This design comes from an exercise in tuning for small area and a short achievable clock period on the open sky130 flow, not from production work.
RTL that was checked went through simulation tests only; none was proved equivalent to the original.
Power is estimated from default activity; no workload was simulated.

==> module rename_top, before the edit <==
module rename_top (
    input  logic      clk,
    input  logic      rst,
    input  logic      rename_valid,
    input  logic [$clog2(32)-1:0] rs1_arch,
    input  logic [$clog2(32)-1:0] rs2_arch,
    input  logic [$clog2(32)-1:0] rd_arch,
    input  logic      complete_valid,
    input  logic [$clog2(16)-1:0]   complete_rob_id,
    input  logic      complete_mispredict,
    output logic      rename_ready,
    output logic [$clog2(64)-1:0]  rs1_phy,
    output logic [$clog2(64)-1:0]  rs2_phy,
    output logic [$clog2(64)-1:0]  rd_phy,
    output logic [$clog2(16)-1:0]   rob_id,
    output logic      retire_valid,
    output logic [$clog2(32)-1:0] retire_rd_arch,
    output logic [$clog2(64)-1:0]  retire_rd_phy,
    output logic      flush
);
    wire [$clog2(64)-1:0] fmap_q [32];
    wire [$clog2(64)-1:0] bmap_q [32];
    wire [64-1:0] free_q;
    wire [64-1:0] held_q;
    logic [64-1:0] free_d;
    logic [$clog2(64)-1:0] alloc_q;
    logic avail_q;
    logic ready_q;
    logic [$clog2(16):0] head_q;
    logic [$clog2(16):0] tail_q;
    logic [$clog2(32)-1:0] ent_rd_arch [16];
    logic [$clog2(64)-1:0]  ent_new_phy [16];
    logic [16-1:0] ent_done;
    logic [16-1:0] ent_misp;
    logic retire_misp;
    logic [$clog2(64)-1:0] release_phy;
    assign fmap_q[0] = '0;
    assign bmap_q[0] = '0;
    assign free_q[0] = 1'b0;
    assign held_q[0] = 1'b1;
    assign free_d[0] = 1'b0;
    assign rs1_phy = fmap_q[rs1_arch];
    assign rs2_phy = fmap_q[rs2_arch];
    logic [$clog2(64)-1:0] alloc_d;
    logic [7:0] grp_any;
    logic [2:0] grp_idx [8];
    always_comb begin
        for (int g = 0; g < 8; g++) begin
            grp_any[g] = |free_d[g*8 +: 8];
            grp_idx[g] = '0;
            for (int j = 7; j >= 0; j--) begin
                if (free_d[g*8 + j]) grp_idx[g] = j[2:0];
            end
        end
        alloc_d = '0;
        for (int g = 7; g >= 0; g--) begin
            if (grp_any[g]) alloc_d = {g[2:0], grp_idx[g]};
        end
    end
    logic [64-1:0] lower_free;
    always_comb begin
        lower_free[0] = 1'b0;
        for (int i = 1; i < 64; i++) begin
            lower_free[i] = lower_free[i-1] | free_q[i-1];
        end
    end
    logic recovering, rename_fire, alloc_fire, pop;
    logic rd_nz;
    logic [$clog2(16)-1:0] head_slot, tail_slot;
    logic [$clog2(16):0] head_d, tail_d;
    logic full_d, retire_valid_d, retire_misp_d, flush_d;
    assign head_slot = head_q[$clog2(16)-1:0];
    assign tail_slot = tail_q[$clog2(16)-1:0];
    assign recovering = (retire_valid && retire_misp) || flush;
    assign rd_nz = (rd_arch != '0);
    assign rename_ready = ready_q && (avail_q || !rd_nz);
    assign rename_fire  = rename_valid && rename_ready;
    assign alloc_fire   = rename_valid && ready_q && avail_q && rd_nz;
    assign rd_phy = alloc_fire ? alloc_q : '0;
    assign rob_id = tail_slot;
    assign pop = (head_q != tail_q) && ent_done[head_slot] && !recovering;
    assign retire_valid_d = pop;
    assign retire_misp_d = pop && ent_misp[head_slot];
    assign flush_d = retire_valid && retire_misp;
    always_comb begin
        head_d = head_q;
        tail_d = tail_q;
        if (flush) begin
            head_d = tail_q;
        end else begin
            if (pop) head_d = head_q + 1'b1;
            if (rename_fire) tail_d = tail_q + 1'b1;
        end
    end
    assign full_d = (head_d[$clog2(16)-1:0] == tail_d[$clog2(16)-1:0]) &&
                    (head_d[$clog2(16)] != tail_d[$clog2(16)]);
    logic release_valid;
    assign release_valid = retire_valid && (retire_rd_arch != '0);
    for (genvar i = 1; i < 32; i++) begin : g_map
        logic [$clog2(64)-1:0] f_q, b_q;
        assign fmap_q[i] = f_q;
        assign bmap_q[i] = b_q;
        always_ff @(posedge clk or posedge rst) begin
            if (rst) begin
                f_q <= i[$clog2(64)-1:0];
            end else if (flush) begin
                f_q <= b_q;
            end else if (alloc_fire && (rd_arch == i[$clog2(32)-1:0])) begin
                f_q <= alloc_q;
            end
        end
        always_ff @(posedge clk or posedge rst) begin
            if (rst) begin
                b_q <= i[$clog2(64)-1:0];
            end else if (release_valid && (retire_rd_arch == i[$clog2(32)-1:0])) begin
                b_q <= retire_rd_phy;
            end
        end
    end
    for (genvar i = 1; i < 64; i++) begin : g_phy
        logic rel_hit, new_hit, fr_q, hd_q;
        assign free_q[i] = fr_q;
        assign held_q[i] = hd_q;
        assign rel_hit = release_valid && (release_phy == i[$clog2(64)-1:0]);
        assign new_hit = release_valid && (retire_rd_phy == i[$clog2(64)-1:0]);
        assign free_d[i] = flush ? !hd_q
                                 : ((fr_q && (!alloc_fire || lower_free[i])) || rel_hit);
        always_ff @(posedge clk or posedge rst) begin
            if (rst) begin
                fr_q <= (i >= 32);
                hd_q <= (i < 32);
            end else begin
                fr_q <= free_d[i];
                hd_q <= (hd_q && !rel_hit) || new_hit;
            end
        end
    end
    always_ff @(posedge clk or posedge rst) begin
        if (rst) begin
            head_q <= '0;
            tail_q <= '0;
            retire_valid <= 1'b0;
            retire_misp <= 1'b0;
            flush <= 1'b0;
            ready_q <= 1'b1;
            alloc_q <= 32;
            avail_q <= 1'b1;
        end else begin
            head_q <= head_d;
            tail_q <= tail_d;
            retire_valid <= retire_valid_d;
            retire_misp <= retire_misp_d;
            flush <= flush_d;
            ready_q <= !full_d && !(retire_valid_d && retire_misp_d) && !flush_d;
            alloc_q <= alloc_d;
            avail_q <= |free_d;
        end
    end
    always_ff @(posedge clk) begin
        if (complete_valid && !recovering) begin
            ent_done[complete_rob_id] <= 1'b1;
            ent_misp[complete_rob_id] <= complete_mispredict;
        end
        if (rename_fire) begin
            ent_done[tail_slot] <= 1'b0;
        end
    end
    always_ff @(posedge clk) begin
        if (rename_fire) begin
            ent_rd_arch[tail_slot] <= rd_arch;
            ent_new_phy[tail_slot] <= rd_phy;
        end
    end
    logic [$clog2(32)-1:0] head_arch;
    assign head_arch = ent_rd_arch[head_slot];
    always_ff @(posedge clk) begin
        retire_rd_arch <= head_arch;
        retire_rd_phy <= ent_new_phy[head_slot];
        if (release_valid && (retire_rd_arch == head_arch)) begin
            release_phy <= retire_rd_phy;
        end else begin
            release_phy <= bmap_q[head_arch];
        end
    end
endmodule
Settings: LEC_CHECK=0, CAP_MARGIN=20, CELL_PAD_IN_SITES_DETAIL_PLACEMENT=1, CELL_PAD_IN_SITES_GLOBAL_PLACEMENT=2, CORE_MARGIN=2, CORE_UTILIZATION=25, CTS_BUF_LIST=sky130_fd_sc_hd__clkbuf_16, CTS_CLUSTER_DIAMETER=100, CTS_CLUSTER_SIZE=20, PLACE_DENSITY=0.85, SETUP_SLACK_MARGIN=1.8, SLEW_MARGIN=20; clock period 6.0 ns.
run.sh (not shown) runs the stock make flow with config.mk's settings and CLKGATE_MAP_FILE= SYNTH_SCRIPT=/design/flow/synth_recipe.tcl, a recipe that flattens the netlist after the stock synthesis.
==> next run, changes <==
--- a/flow/design.v
+++ b/flow/design.v
@@ -18,9 +18,8 @@
     output logic [$clog2(32)-1:0] retire_rd_arch,
     output logic [$clog2(64)-1:0]  retire_rd_phy,
     output logic      flush
 );
-    wire [$clog2(64)-1:0] fmap_q [32];
     wire [$clog2(64)-1:0] bmap_q [32];
     wire [64-1:0] free_q;
     wire [64-1:0] held_q;
     logic [64-1:0] free_d;
@@ -34,15 +33,27 @@
     logic [16-1:0] ent_done;
     logic [16-1:0] ent_misp;
     logic retire_misp;
     logic [$clog2(64)-1:0] release_phy;
-    assign fmap_q[0] = '0;
     assign bmap_q[0] = '0;
     assign free_q[0] = 1'b0;
     assign held_q[0] = 1'b1;
     assign free_d[0] = 1'b0;
-    assign rs1_phy = fmap_q[rs1_arch];
-    assign rs2_phy = fmap_q[rs2_arch];
+    logic [16-1:0] latest_q;
+    logic [16-1:0] rs1_hit, rs2_hit;
+    logic [$clog2(64)-1:0] rs1_spec, rs2_spec;
+    always_comb begin
+        rs1_spec = '0;
+        rs2_spec = '0;
+        for (int j = 0; j < 16; j++) begin
+            rs1_hit[j] = latest_q[j] && (ent_rd_arch[j] == rs1_arch);
+            rs2_hit[j] = latest_q[j] && (ent_rd_arch[j] == rs2_arch);
+            rs1_spec = rs1_spec | (ent_new_phy[j] & {$clog2(64){rs1_hit[j]}});
+            rs2_spec = rs2_spec | (ent_new_phy[j] & {$clog2(64){rs2_hit[j]}});
+        end
+    end
+    assign rs1_phy = (|rs1_hit) ? rs1_spec : bmap_q[rs1_arch];
+    assign rs2_phy = (|rs2_hit) ? rs2_spec : bmap_q[rs2_arch];
     logic [$clog2(64)-1:0] alloc_d;
     logic [7:0] grp_any;
     logic [2:0] grp_idx [8];
     always_comb begin
@@ -97,25 +108,28 @@
                     (head_d[$clog2(16)] != tail_d[$clog2(16)]);
     logic release_valid;
     assign release_valid = retire_valid && (retire_rd_arch != '0);
     for (genvar i = 1; i < 32; i++) begin : g_map
-        logic [$clog2(64)-1:0] f_q, b_q;
-        assign fmap_q[i] = f_q;
+        logic [$clog2(64)-1:0] b_q;
         assign bmap_q[i] = b_q;
-        always_ff @(posedge clk or posedge rst) begin
-            if (rst) begin
-                f_q <= i[$clog2(64)-1:0];
-            end else if (flush) begin
-                f_q <= b_q;
-            end else if (alloc_fire && (rd_arch == i[$clog2(32)-1:0])) begin
-                f_q <= alloc_q;
-            end
-        end
         always_ff @(posedge clk or posedge rst) begin
             if (rst) begin
                 b_q <= i[$clog2(64)-1:0];
             end else if (release_valid && (retire_rd_arch == i[$clog2(32)-1:0])) begin
                 b_q <= retire_rd_phy;
+            end
+        end
+    end
+    for (genvar j = 0; j < 16; j++) begin : g_latest
+        always_ff @(posedge clk or posedge rst) begin
+            if (rst) begin
+                latest_q[j] <= 1'b0;
+            end else if (flush) begin
+                latest_q[j] <= 1'b0;
+            end else if (rename_fire && (tail_slot == j[$clog2(16)-1:0])) begin
+                latest_q[j] <= rd_nz;
+            end else if (alloc_fire && (ent_rd_arch[j] == rd_arch)) begin
+                latest_q[j] <= 1'b0;
             end
         end
     end
     for (genvar i = 1; i < 64; i++) begin : g_phy
What happened:
- final cell count shrinks by a few percent
- count of clock-buffer cells in the layout came out lower by 8
- design area drops by a few percent
- register-to-register slack is worse by 160 ps
- non-clock buffer count grows by 120

---

## 12-15
The RTL this note starts from:
==> flow/design.v <==
`timescale 1ns/1ps
module rename_top (
    input  logic      clk,
    input  logic      rst,
    input  logic      rename_valid,
    input  logic [$clog2(32)-1:0] rs1_arch,
    input  logic [$clog2(32)-1:0] rs2_arch,
    input  logic [$clog2(32)-1:0] rd_arch,
    input  logic      complete_valid,
    input  logic [$clog2(16)-1:0]   complete_rob_id,
    input  logic      complete_mispredict,
    output logic      rename_ready,
    output logic [$clog2(64)-1:0]  rs1_phy,
    output logic [$clog2(64)-1:0]  rs2_phy,
    output logic [$clog2(64)-1:0]  rd_phy,
    output logic [$clog2(16)-1:0]   rob_id,
    output logic      retire_valid,
    output logic [$clog2(32)-1:0] retire_rd_arch,
    output logic [$clog2(64)-1:0]  retire_rd_phy,
    output logic      flush
);
    wire [$clog2(64)-1:0] fmap_q [32];
    wire [$clog2(64)-1:0] bmap_q [32];
    wire [64-1:0] free_q;
    wire [64-1:0] held_q;
    logic [64-1:0] free_d;
    logic [$clog2(64)-1:0] alloc_q;
    logic avail_q;
    logic ready_q;
    logic [$clog2(16):0] head_q;
    logic [$clog2(16):0] tail_q;
    logic [$clog2(32)-1:0] ent_rd_arch [16];
    logic [$clog2(64)-1:0]  ent_new_phy [16];
    logic [16-1:0] ent_done;
    logic [16-1:0] ent_misp;
    logic retire_misp;
    logic [$clog2(64)-1:0] release_phy;
    assign fmap_q[0] = '0;
    assign bmap_q[0] = '0;
    assign free_q[0] = 1'b0;
    assign held_q[0] = 1'b1;
    assign free_d[0] = 1'b0;
    logic [$clog2(64)-1:0] rs1_lo, rs1_hi, rs2_lo, rs2_hi;
    assign rs1_lo = fmap_q[{1'b0, rs1_arch[3:0]}];
    assign rs1_hi = fmap_q[{1'b1, rs1_arch[3:0]}];
    assign rs2_lo = fmap_q[{1'b0, rs2_arch[3:0]}];
    assign rs2_hi = fmap_q[{1'b1, rs2_arch[3:0]}];
    assign rs1_phy = rs1_arch[4] ? rs1_hi : rs1_lo;
    assign rs2_phy = rs2_arch[4] ? rs2_hi : rs2_lo;
    logic [$clog2(64)-1:0] alloc_d;
    logic [7:0] grp_any;
    logic [2:0] grp_idx [8];
    always_comb begin
        for (int g = 0; g < 8; g++) begin
            grp_any[g] = |free_d[g*8 +: 8];
            grp_idx[g] = '0;
            for (int j = 7; j >= 0; j--) begin
                if (free_d[g*8 + j]) grp_idx[g] = j[2:0];
            end
        end
        alloc_d = '0;
        for (int g = 7; g >= 0; g--) begin
            if (grp_any[g]) alloc_d = {g[2:0], grp_idx[g]};
        end
    end
    logic [64-1:0] lower_free;
    always_comb begin
        lower_free[0] = 1'b0;
        for (int i = 1; i < 64; i++) begin
            lower_free[i] = lower_free[i-1] | free_q[i-1];
        end
    end
    logic recovering, rename_fire, alloc_fire, pop;
    logic rd_nz;
    logic [$clog2(16)-1:0] head_slot, tail_slot;
    logic [$clog2(16):0] head_d, tail_d;
    logic full_d, retire_valid_d, retire_misp_d, flush_d;
    assign head_slot = head_q[$clog2(16)-1:0];
    assign tail_slot = tail_q[$clog2(16)-1:0];
    assign recovering = (retire_valid && retire_misp) || flush;
    assign rd_nz = (rd_arch != '0);
    assign rename_ready = ready_q && (avail_q || !rd_nz);
    assign rename_fire  = rename_valid && rename_ready;
    assign alloc_fire   = rename_valid && ready_q && avail_q && rd_nz;
    assign rd_phy = alloc_fire ? alloc_q : '0;
    assign rob_id = tail_slot;
    assign pop = (head_q != tail_q) && ent_done[head_slot] && !recovering;
    assign retire_valid_d = pop;
    assign retire_misp_d = pop && ent_misp[head_slot];
    assign flush_d = retire_valid && retire_misp;
    always_comb begin
        head_d = head_q;
        tail_d = tail_q;
        if (flush) begin
            head_d = tail_q;
        end else begin
            if (pop) head_d = head_q + 1'b1;
            if (rename_fire) tail_d = tail_q + 1'b1;
        end
    end
    assign full_d = (head_d[$clog2(16)-1:0] == tail_d[$clog2(16)-1:0]) &&
                    (head_d[$clog2(16)] != tail_d[$clog2(16)]);
    logic release_valid;
    assign release_valid = retire_valid && (retire_rd_arch != '0);
    for (genvar i = 1; i < 32; i++) begin : g_map
        logic [$clog2(64)-1:0] f_q, b_q;
        assign fmap_q[i] = f_q;
        assign bmap_q[i] = b_q;
        always_ff @(posedge clk or posedge rst) begin
            if (rst) begin
                f_q <= i[$clog2(64)-1:0];
            end else if (flush) begin
                f_q <= b_q;
            end else if (alloc_fire && (rd_arch == i[$clog2(32)-1:0])) begin
                f_q <= alloc_q;
            end
        end
        always_ff @(posedge clk or posedge rst) begin
            if (rst) begin
                b_q <= i[$clog2(64)-1:0];
            end else if (release_valid && (retire_rd_arch == i[$clog2(32)-1:0])) begin
                b_q <= retire_rd_phy;
            end
        end
    end
    for (genvar i = 1; i < 64; i++) begin : g_phy
        logic rel_hit, new_hit, fr_q, hd_q;
        assign free_q[i] = fr_q;
        assign held_q[i] = hd_q;
        assign rel_hit = release_valid && (release_phy == i[$clog2(64)-1:0]);
        assign new_hit = release_valid && (retire_rd_phy == i[$clog2(64)-1:0]);
        assign free_d[i] = flush ? !hd_q
                                 : ((fr_q && (!alloc_fire || lower_free[i])) || rel_hit);
        always_ff @(posedge clk or posedge rst) begin
            if (rst) begin
                fr_q <= (i >= 32);
                hd_q <= (i < 32);
            end else begin
                fr_q <= free_d[i];
                hd_q <= (hd_q && !rel_hit) || new_hit;
            end
        end
    end
    always_ff @(posedge clk or posedge rst) begin
        if (rst) begin
            head_q <= '0;
            tail_q <= '0;
            retire_valid <= 1'b0;
            retire_misp <= 1'b0;
            flush <= 1'b0;
            ready_q <= 1'b1;
            alloc_q <= 32;
            avail_q <= 1'b1;
        end else begin
            head_q <= head_d;
            tail_q <= tail_d;
            retire_valid <= retire_valid_d;
            retire_misp <= retire_misp_d;
            flush <= flush_d;
            ready_q <= !full_d && !(retire_valid_d && retire_misp_d) && !flush_d;
            alloc_q <= alloc_d;
            avail_q <= |free_d;
        end
    end
    always_ff @(posedge clk) begin
        if (complete_valid && !recovering) begin
            ent_done[complete_rob_id] <= 1'b1;
            ent_misp[complete_rob_id] <= complete_mispredict;
        end
        if (rename_fire) begin
            ent_done[tail_slot] <= 1'b0;
        end
    end
    always_ff @(posedge clk) begin
        if (rename_fire) begin
            ent_rd_arch[tail_slot] <= rd_arch;
            ent_new_phy[tail_slot] <= rd_phy;
        end
    end
    logic [$clog2(32)-1:0] head_arch;
    assign head_arch = ent_rd_arch[head_slot];
    always_ff @(posedge clk) begin
        retire_rd_arch <= head_arch;
        retire_rd_phy <= ent_new_phy[head_slot];
        if (release_valid && (retire_rd_arch == head_arch)) begin
            release_phy <= retire_rd_phy;
        end else begin
            release_phy <= bmap_q[head_arch];
        end
    end
endmodule
clock: 6.0 ns
lec_check: 0
cap_margin: 20
cell_pad_in_sites_detail_placement: 1
cell_pad_in_sites_global_placement: 2
core_margin: 2
core_utilization: 25
cts_buf_list: sky130_fd_sc_hd__clkbuf_16
cts_cluster_diameter: 100
cts_cluster_size: 20
place_density: 0.45
setup_slack_margin: 1.9
slew_margin: 20
Edits applied to the flow inputs when going from 12-15 to 04-25:
--- a/flow/design.v
+++ b/flow/design.v
@@ -41,11 +41,12 @@
     assign held_q[0] = 1'b1;
     assign free_d[0] = 1'b0;
-    logic [$clog2(64)-1:0] rs1_lo, rs1_hi, rs2_lo, rs2_hi;
-    assign rs1_lo = fmap_q[{1'b0, rs1_arch[3:0]}];
-    assign rs1_hi = fmap_q[{1'b1, rs1_arch[3:0]}];
-    assign rs2_lo = fmap_q[{1'b0, rs2_arch[3:0]}];
-    assign rs2_hi = fmap_q[{1'b1, rs2_arch[3:0]}];
-    assign rs1_phy = rs1_arch[4] ? rs1_hi : rs1_lo;
-    assign rs2_phy = rs2_arch[4] ? rs2_hi : rs2_lo;
+    always_comb begin
+        rs1_phy = '0;
+        rs2_phy = '0;
+        for (int i = 1; i < 32; i++) begin
+            rs1_phy = rs1_phy | (fmap_q[i] & {$clog2(64){rs1_arch == i[$clog2(32)-1:0]}});
+            rs2_phy = rs2_phy | (fmap_q[i] & {$clog2(64){rs2_arch == i[$clog2(32)-1:0]}});
+        end
+    end
     logic [$clog2(64)-1:0] alloc_d;
     logic [7:0] grp_any;
12-15 → 04-25: switching part of the total power higher, number of gates resized after CTS now sits higher, layout overhead on the synthesized area went up, wire length of the first global-routing pass went up by 6.8%. Worst setup slack came out lower on 04-25 than on 12-15. In 04-25, the complex-gate fraction of the synthesized area came out 0.33 points below the value in 12-15. Area of the mapped netlist delta (12-15 -> 04-25): insignificant. 04-25 — fraction of layout instances using a drive strength above 1 2.2 points higher, 12-15 as reference. From 12-15 to 04-25 the numbers moved as follows: sequential power shows an increase of about 10%, count of cells along the worst register-to-register path shows a reduction of 1, sequential portion of the cell area shows a reduction of 0.88 points, proportion of power drawn by combinational gates shows a reduction of 0.5 points, final wirelength shows an increase of 8.3%. Distinct cell type count of the synthesized netlist was higher in the run labelled 12-15.
No run of this note included a check of the RTL's function; only the layout flow was run.

[what the ideal ports hide]
No port has a modelled driver above. Below, the same layouts with a new extraction and two added sets of constraints.
Step 1 sets driving cells, clkbuf_16 on the clock port and buf_2 on the other inputs (assumed; they add their load-dependent delay and slew).
Step 2, shift: input delay + t, output delay - t, t = (earliest + latest rising clock arrival at the registers) / 2. This alone moves slack from input paths to output paths.
Three values: no drivers, after step 1, after step 2; two values: the first two.
run | t (ns) | slack for setup (ns) | cell pins on the clock port's net
the first run of note 1 | 0.708 | 1.807 / 1.746 / 1.266 | 1
the second run of note 1 | 0.676 | 1.167 / 1.106 / 1.106 | 1
12-15 | 0.758 | 1.860 / 1.800 / 1.380 | 1
04-25 | 0.750 | 1.787 / 1.728 / 1.108 | 1
After both steps setup and hold are still met in every run listed. For 04-25, which loses most, drivers alone change the setup slack by -0.059 ns; drivers and shift together by -0.679 ns.
